What follows belongs to an exercise in optimizing a design on an open flow for small area, a short achievable clock period and few clock cycles; a production flow would make more cautious choices. The RTL was checked by simulation tests, not by an equivalence proof against the original design. Power is estimated from default activity; no workload was simulated.

Setup of build 63:
## modular_exponentiation
module modular_exponentiation #(
	parameter int OPERAND_BITS = 32
) (
	input  logic        clk,
	input  logic        arst_n,
	input  logic        s_tvalid,
	output logic        s_tready,
	input  logic [95:0] s_tdata,
	output logic        m_tvalid,
	input  logic        m_tready,
	output logic [31:0] m_tdata,
	output logic        m_tuser
);
Size in the first run: about 1100 cells after synthesis, roughly 110 flip-flops.
Settings: LEC_CHECK=0, CAP_MARGIN=20, CORE_MARGIN=2, CORE_UTILIZATION=40, SETUP_SLACK_MARGIN=2.6, SLEW_MARGIN=20, TNS_END_PERCENT=100; clock period 7.0 ns.
standard.sh (not shown) runs the stock make flow with config.mk's settings and CLKGATE_MAP_FILE= SYNTH_SCRIPT=/design/flow/synth_recipe.tcl, a recipe that flattens the netlist after the stock synthesis.
==> flow/flow/run.sh <==
#!/bin/bash
# layout flow: the standard one, except that the port buffers (every input and output port still
# gets one) are the platform's smallest plain buffer instead of the delay buffer buffer_ports picks
bash standard.sh "BUFFER_PORTS_ARGS=-buffer_cell sky130_fd_sc_hd__buf_1" finish > standard.log 2>&1
Testbench counts of build 63, summed over its fixed seeds: cycles 282,571.
The following lists how build 21 was set up differently from build 63:
# build 63
export LEC_CHECK = 0
export CAP_MARGIN = 20
export CORE_MARGIN = 2
export CORE_UTILIZATION = 40
export SETUP_SLACK_MARGIN = 2.6
export SLEW_MARGIN = 20
export TNS_END_PERCENT = 100
create_clock -name core_clock -period 7.0 [get_ports {clk}]
# build 21
export LEC_CHECK = 0
export CAP_MARGIN = 20
export CORE_MARGIN = 2
export CORE_UTILIZATION = 40
export SETUP_SLACK_MARGIN = 2.8
export SLEW_MARGIN = 20
export TNS_END_PERCENT = 100
create_clock -name core_clock -period 7.0 [get_ports {clk}]
[summary]
Relative to build 63, build 21 improves clock period minus worst slack. Diff build 21..build 63 | global-route usage | negligible. Going from build 63 to build 21, total power has increased; final-layout non-clock buffer area share has increased; switching power summed over all nets has increased; proportion of power drawn by flip-flops and latches has decreased. In terms of clock power, build 63 and build 21 differ only marginally. Build 21 vs build 63 — routed wire length climbed by a few percent. Build 21 finished all stages; the layout is clean. Looking at build 63 and build 21, the proportion of cell area occupied by multi-input gates is a wash. Between build 63 and build 21, portion of the clock cycle consumed by the worst path in the final layout is lower for build 21, build 63 comes in above that. Internal power consumption (build 21 over build 63): increase, about 7%.
The following lists how build 77 was set up differently from build 21:
# build 21
export LEC_CHECK = 0
export CAP_MARGIN = 20
export CORE_MARGIN = 2
export CORE_UTILIZATION = 40
export SETUP_SLACK_MARGIN = 2.8
export SLEW_MARGIN = 20
export TNS_END_PERCENT = 100
create_clock -name core_clock -period 7.0 [get_ports {clk}]
# build 77
export LEC_CHECK = 0
export CAP_MARGIN = 20
export CORE_MARGIN = 2
export CORE_UTILIZATION = 40
export SETUP_SLACK_MARGIN = 2.7
export SLEW_MARGIN = 20
export TNS_END_PERCENT = 100
create_clock -name core_clock -period 7.0 [get_ports {clk}]
==> summary.txt <==
- Routed wire length on met2, build 21 and build 77: larger value in build 21
- Taking build 21 as the reference point, the time the worst path needs with I/O delays and setup of build 77 falls by 0.048 ns.
- Diff build 21 and build 77: met3 layer wire length in the routed design lower in build 77
- Changes observed in build 77 relative to build 21: fmax +2.8 MHz; number of global-route vias before repair held.
--- input diff build 77..build 58 ---
# build 77
export LEC_CHECK = 0
export CAP_MARGIN = 20
export CORE_MARGIN = 2
export CORE_UTILIZATION = 40
export SETUP_SLACK_MARGIN = 2.7
export SLEW_MARGIN = 20
export TNS_END_PERCENT = 100
create_clock -name core_clock -period 7.0 [get_ports {clk}]
# build 58
export LEC_CHECK = 0
export CAP_MARGIN = 20
export CORE_MARGIN = 2
export CORE_UTILIZATION = 55
export SETUP_SLACK_MARGIN = 2.5
export SLEW_MARGIN = 20
export TNS_END_PERCENT = 100
create_clock -name core_clock -period 7.0 [get_ports {clk}]
## What came out
- [compare] base=build 77 new=build 58: post-layout worst setup margin fell by 0.14 ns, slack of the worst reg-to-reg path fell by 0.14 ns.
- Diff build 58 and build 77: final core utilization higher in build 58
- On switching power, the higher figure sits with build 77, not build 58.
Input changes introduced in build 32 (baseline for comparison: build 58):
# build 58
export LEC_CHECK = 0
export CAP_MARGIN = 20
export CORE_MARGIN = 2
export CORE_UTILIZATION = 55
export SETUP_SLACK_MARGIN = 2.5
export SLEW_MARGIN = 20
export TNS_END_PERCENT = 100
create_clock -name core_clock -period 7.0 [get_ports {clk}]
# build 32
export LEC_CHECK = 0
export CAP_MARGIN = 20
export CORE_MARGIN = 2
export CORE_UTILIZATION = 45
export SETUP_SLACK_MARGIN = 2.7
export SLEW_MARGIN = 20
export TNS_END_PERCENT = 100
create_clock -name core_clock -period 7.0 [get_ports {clk}]
==> comparison <==
[compare] base=build 58 new=build 32: utilization after layout fell 11 points, sequential portion of the cell area fell 0.24 points, data arrival time of the critical path fell 0.26 ns.
Build 58 has a lower via count than build 32.
Compared with build 58, in build 32 area overhead of the layout relative to synthesis went up 1.2 points, worst hold slack went up 0.022 ns.
### build 32 -> build 47
# build 32
export LEC_CHECK = 0
export CAP_MARGIN = 20
export CORE_MARGIN = 2
export CORE_UTILIZATION = 45
export SETUP_SLACK_MARGIN = 2.7
export SLEW_MARGIN = 20
export TNS_END_PERCENT = 100
create_clock -name core_clock -period 7.0 [get_ports {clk}]
# build 47
export LEC_CHECK = 0
export CAP_MARGIN = 20
export CORE_MARGIN = 2
export CORE_UTILIZATION = 55
export SETUP_SLACK_MARGIN = 2.6
export SLEW_MARGIN = 20
export TNS_END_PERCENT = 100
create_clock -name core_clock -period 7.0 [get_ports {clk}]
### Flow results
Number of filler instances in the final layout was lower in the run labelled build 47.
No stage failed in build 47, and the final checks on the layout all came back clean.
On sum of internal, switching and leakage power, the higher figure sits with build 47, not build 32.
Diff build 32 -> build 47: setup slack went down, total length of routed wires shrank by 2.9%, wire length of the first global-routing pass decreased 3.9%.

## re-timing with driven ports
How much do the figures lean on ideal ports? The routed layouts below were timed once more, with nothing changed but the port constraints.
Step 1 (the two cells are an assumption about what drives the block):
set clk [get_ports {clk}]
set_driving_cell -lib_cell sky130_fd_sc_hd__clkbuf_16 $clk
set_driving_cell -lib_cell sky130_fd_sc_hd__buf_2 [delete_from_list [all_inputs] $clk]
Step 2 moves the port delays by t, midway between the first and last clock arrival at a register: inputs arrive t later, outputs are due t later. That takes back most of the time a late clock gives input paths.
Slacks: ideal ports / drivers / drivers and shift; pairs: ideal ports / drivers.
run | t (ns) | setup slack, ns | hold WS [ns] | worst data-port slew with drivers (ns)
build 63 | 0.417 | 2.749 / 2.749 / 2.749 | 0.542 / 0.542 / 0.542 | 0.05
build 21 | 0.419 | 2.810 / 2.810 / 2.810 | 0.541 / 0.541 / 0.541 | 0.05
build 77 | 0.419 | 2.857 / 2.857 / 2.857 | 0.543 / 0.543 / 0.543 | 0.05
build 58 | 0.411 | 2.713 / 2.713 / 2.713 | 0.533 / 0.533 / 0.533 | 0.04
build 32 | 0.407 | 2.806 / 2.806 / 2.806 | 0.555 / 0.555 / 0.555 | 0.08
build 47 | 0.417 | 2.707 / 2.707 / 2.707 | 0.536 / 0.536 / 0.536 | 0.04
After both steps setup and hold are still met in every run listed.
